This is an optimization exercise on Yosys and OpenROAD, whose aim is small area, not a production implementation. Power and IR drop assume default switching activity.

Design isa_core, start of the top module:
module isa_core
(
    input  logic              clk,
    input  logic              rst_n,
    input  logic              run,
    input  logic              host_we,
    input  isa_pkg::reg_idx_t host_idx,
    input  isa_pkg::word_t    host_data,
    input  logic              instr_valid,
    input  isa_pkg::word_t    instr_data,
    output logic              fetch_req,
    output isa_pkg::pc_t      fetch_addr,
    output logic              wb_valid,
    output isa_pkg::reg_idx_t wb_idx,
    output isa_pkg::word_t    wb_data,
    output logic              io_stall
);
==> module exec_unit, before the edit <==
module exec_unit
(
    input  logic                       clk,
    input  logic                       start,       
    input  logic                       stepping,    
    input  logic [isa_pkg::step_w-1:0] step,
    input  logic [3:0]                 ph,
    input  logic                       a_bit,
    input  logic                       b_bit,
    input  logic                       is_mult,
    input  logic                       host_wr,     
    input  isa_pkg::word_t             host_data,
    input  logic                       is_add,      
    input  logic                       is_slt,
    input  logic                       inv_b,       
    output isa_pkg::word_t             result,
    output logic                       eq           
);
    localparam int w = isa_pkg::word_w;
    logic [w-1:0] acc;
    logic [w-1:0] base;
    logic [w-1:0] y;
    logic [w-1:0] bring;
    logic [w-1:0] bmod;
    logic         pass1;
    logic         act;
    logic         ins;
    logic         done_q;      
    logic         done;
    logic         lap;         
    logic         top;
    logic         a_x;
    logic         b_x;
    logic         cin;
    logic         c_q;
    logic         s_bit;
    logic         c_bit;
    logic         x_bit;
    logic         acc_cin;
    logic         eq_q;
    assign pass1 = !step[4];
    assign act   = stepping && (is_mult || is_add);
    assign done  = done_q && !start;
    assign lap   = stepping && is_add && (ph == 4'd0) && !done;
    assign top   = is_slt && (ph == 4'd15);
    assign a_x   = a_bit ^ top;
    assign b_x   = b_bit ^ inv_b ^ top;
    assign cin   = (ph == 4'd0) ? inv_b : c_q;
    assign s_bit = a_x ^ b_x ^ cin;
    assign c_bit = (a_x & b_x) | (a_x & cin) | (b_x & cin);
    always_ff @(posedge clk)
    begin
        c_q    <= c_bit;
        done_q <= stepping && (done || lap);
    end
    assign ins = is_mult ? (stepping && pass1 && b_bit) : lap;
    always_comb
    begin
        for (int n = 0; n < w; n++)
        begin
            if (4'(n) == {ph[2:0], 1'b0})
                bmod[n] = ins;
            else
                bmod[n] = bring[n];
        end
    end
    always_ff @(posedge clk)
    begin
        if (act)
            bring <= {bmod[w-2:0], bmod[w-1]};
        else
            bring <= '0;
    end
    assign x_bit = is_mult ? a_bit : (s_bit && !is_slt);
    always_comb
    begin
        for (int n = 0; n < w; n++)
            y[n] = x_bit && bmod[n] && (4'(n) >= ph);
    end
    assign acc_cin = stepping && top && done && !c_bit;
    always_comb
    begin
        if (host_wr)
            base = host_data;
        else if (start)
            base = '0;
        else
            base = acc;
    end
    always_ff @(posedge clk)
    begin
        acc <= base + y + w'(acc_cin);
    end
    assign result = acc;
    always_ff @(posedge clk)
    begin
        if (stepping && pass1)
            eq_q <= (start || eq_q) && (a_bit == b_bit);
    end
    assign eq = eq_q;
endmodule
==> flow/config.mk <==
export PLATFORM = sky130hd
export DESIGN_NAME = isa_core
export DESIGN_NICKNAME = isa_core
export VERILOG_FILES = /design/flow/design.v
export SDC_FILE = /design/flow/constraint.sdc
export NUM_CORES = 4
export LEC_CHECK = 0
export ABC_CLOCK_PERIOD_IN_PS = 5500
export CAP_MARGIN = 20
export CORE_MARGIN = 2
export CORE_UTILIZATION = 70
export PLACE_DENSITY = 0.78
export SLEW_MARGIN = 20
==> flow/constraint.sdc <==
create_clock -name core_clock -period 5.5 [get_ports {clk}]
set_input_delay 1.1000 -clock core_clock [delete_from_list [all_inputs] [get_ports {clk}]]
set_output_delay 1.1000 -clock core_clock [all_outputs]
set_load 0.01 [all_outputs]
standard.sh (not shown) runs the stock make flow with config.mk's settings and CLKGATE_MAP_FILE= SYNTH_SCRIPT=/design/flow/synth_recipe.tcl, a recipe that flattens the netlist after the stock synthesis.
==> flow/flow/run.sh <==
#!/bin/bash
# The standard layout (standard.sh) with these changes:
#  - synthesis (flow/synth.tcl) maps the register-file ring muxes to o22ai
#    cells before ABC maps the rest
#  - port buffers use the smallest buffer cell
#  - the clock tree is built from small clock buffers in small sink
#    clusters, without dummy loads
# The ORFS tools log to orfs/logs as usual; make's output goes to
# standard.log.
set -euo pipefail
here=$(pwd)
sed "s#SYNTH_SCRIPT=[^ ]*#SYNTH_SCRIPT=$here/flow/synth.tcl#" standard.sh > standard_own.sh
export FLOW_FLOW_DIR=$here/flow
export BUFFER_PORTS_ARGS="-buffer_cell sky130_fd_sc_hd__buf_1"
export CTS_ARGS="-sink_clustering_enable -repair_clock_nets -dont_use_dummy_load -buf_list {sky130_fd_sc_hd__clkbuf_4} -sink_clustering_size 10 -sink_clustering_max_diameter 40"
bash standard_own.sh > standard.log 2>&1
Other scripts of this flow, unchanged in this note and not shown: flow/flow/abc.script, flow/flow/ringmux.v, flow/flow/synth.tcl
Rerun with:
--- a/flow/design.v
+++ b/flow/design.v
@@ -185,19 +185,21 @@
     logic         cin;
     logic         c_q;
     logic         s_bit;
     logic         c_bit;
     logic         x_bit;
+    logic         s_add;
+    logic [w-1:0] y_add;
     logic         acc_cin;
     logic         eq_q;
     assign pass1 = !step[4];
     assign act   = stepping && (is_mult || is_add);
     assign done  = done_q && !start;
     assign lap   = stepping && is_add && (ph == 4'd0) && !done;
     assign top   = is_slt && (ph == 4'd15);
-    assign a_x   = a_bit ^ top;
-    assign b_x   = b_bit ^ inv_b ^ top;
+    assign a_x   = a_bit;
+    assign b_x   = b_bit ^ inv_b;
     assign cin   = (ph == 4'd0) ? inv_b : c_q;
     assign s_bit = a_x ^ b_x ^ cin;
     assign c_bit = (a_x & b_x) | (a_x & cin) | (b_x & cin);
     always_ff @(posedge clk)
     begin
@@ -220,17 +222,21 @@
         if (act)
             bring <= {bmod[w-2:0], bmod[w-1]};
         else
             bring <= '0;
     end
-    assign x_bit = is_mult ? a_bit : (s_bit && !is_slt);
+    assign x_bit = is_mult && a_bit;
+    assign s_add = is_add && !is_slt && s_bit;
     always_comb
     begin
         for (int n = 0; n < w; n++)
-            y[n] = x_bit && bmod[n] && (4'(n) >= ph);
+        begin
+            y[n]     = x_bit && bmod[n] && (4'(n) >= ph);
+            y_add[n] = s_add && bmod[n];
+        end
     end
-    assign acc_cin = stepping && top && done && !c_bit;
+    assign acc_cin = stepping && top && done && ((a_bit ^ b_bit) ? a_bit : !c_bit);
     always_comb
     begin
         if (host_wr)
             base = host_data;
         else if (start)
@@ -238,11 +244,11 @@
         else
             base = acc;
     end
     always_ff @(posedge clk)
     begin
-        acc <= base + y + w'(acc_cin);
+        acc <= (base + y + w'(acc_cin)) | y_add;
     end
     assign result = acc;
     always_ff @(posedge clk)
     begin
         if (stepping && pass1)
What happened: Non-clock buffer count is lower by 5; fmax rose by 2.1%; wire length is higher by 8.2%; first-iteration DRC count rises by 47%; synthesized cell count grows by 6.5%; clock power stays flat; sequential cell count stays the same; setup slack improves by 110 ps; die area rose by 2.3%.
Function was not checked in any run of this note: the RTL went through the layout flow alone.

## separate check: timing with driven ports
How much do the figures lean on ideal ports? The routed layouts below were timed once more, with nothing changed but the port constraints. Step 1, drivers: a clkbuf_16 drives clk and a buf_2 each remaining input, both assumed. Step 2 times the ports against the registers' clock, not the clock port: input delays grow and output delays shrink by t, the midpoint of the rising clock arrivals with the driver on. a / b / c = no drivers / after step 1 / after step 2; a / b = the first two.
run | t, ns | setup slack, ns | clock arrival spread, ns | slew at the worst register clock pin (ns) | worst data-port slew with drivers (ns)
the first run | 0.656 | 0.226 / 0.226 / -0.313 | 0.065 / 0.066 | 0.11 / 0.11 | 0.04
the second run | 0.656 | 0.333 / 0.333 / -0.236 | 0.117 / 0.118 | 0.11 / 0.11 | 0.07
Met with ideal ports but missed after step 2: setup timing in the first run and the second run. The setup slack of the second run, which loses most, moves by 0.000 ns with the drivers and by -0.569 ns with both steps.
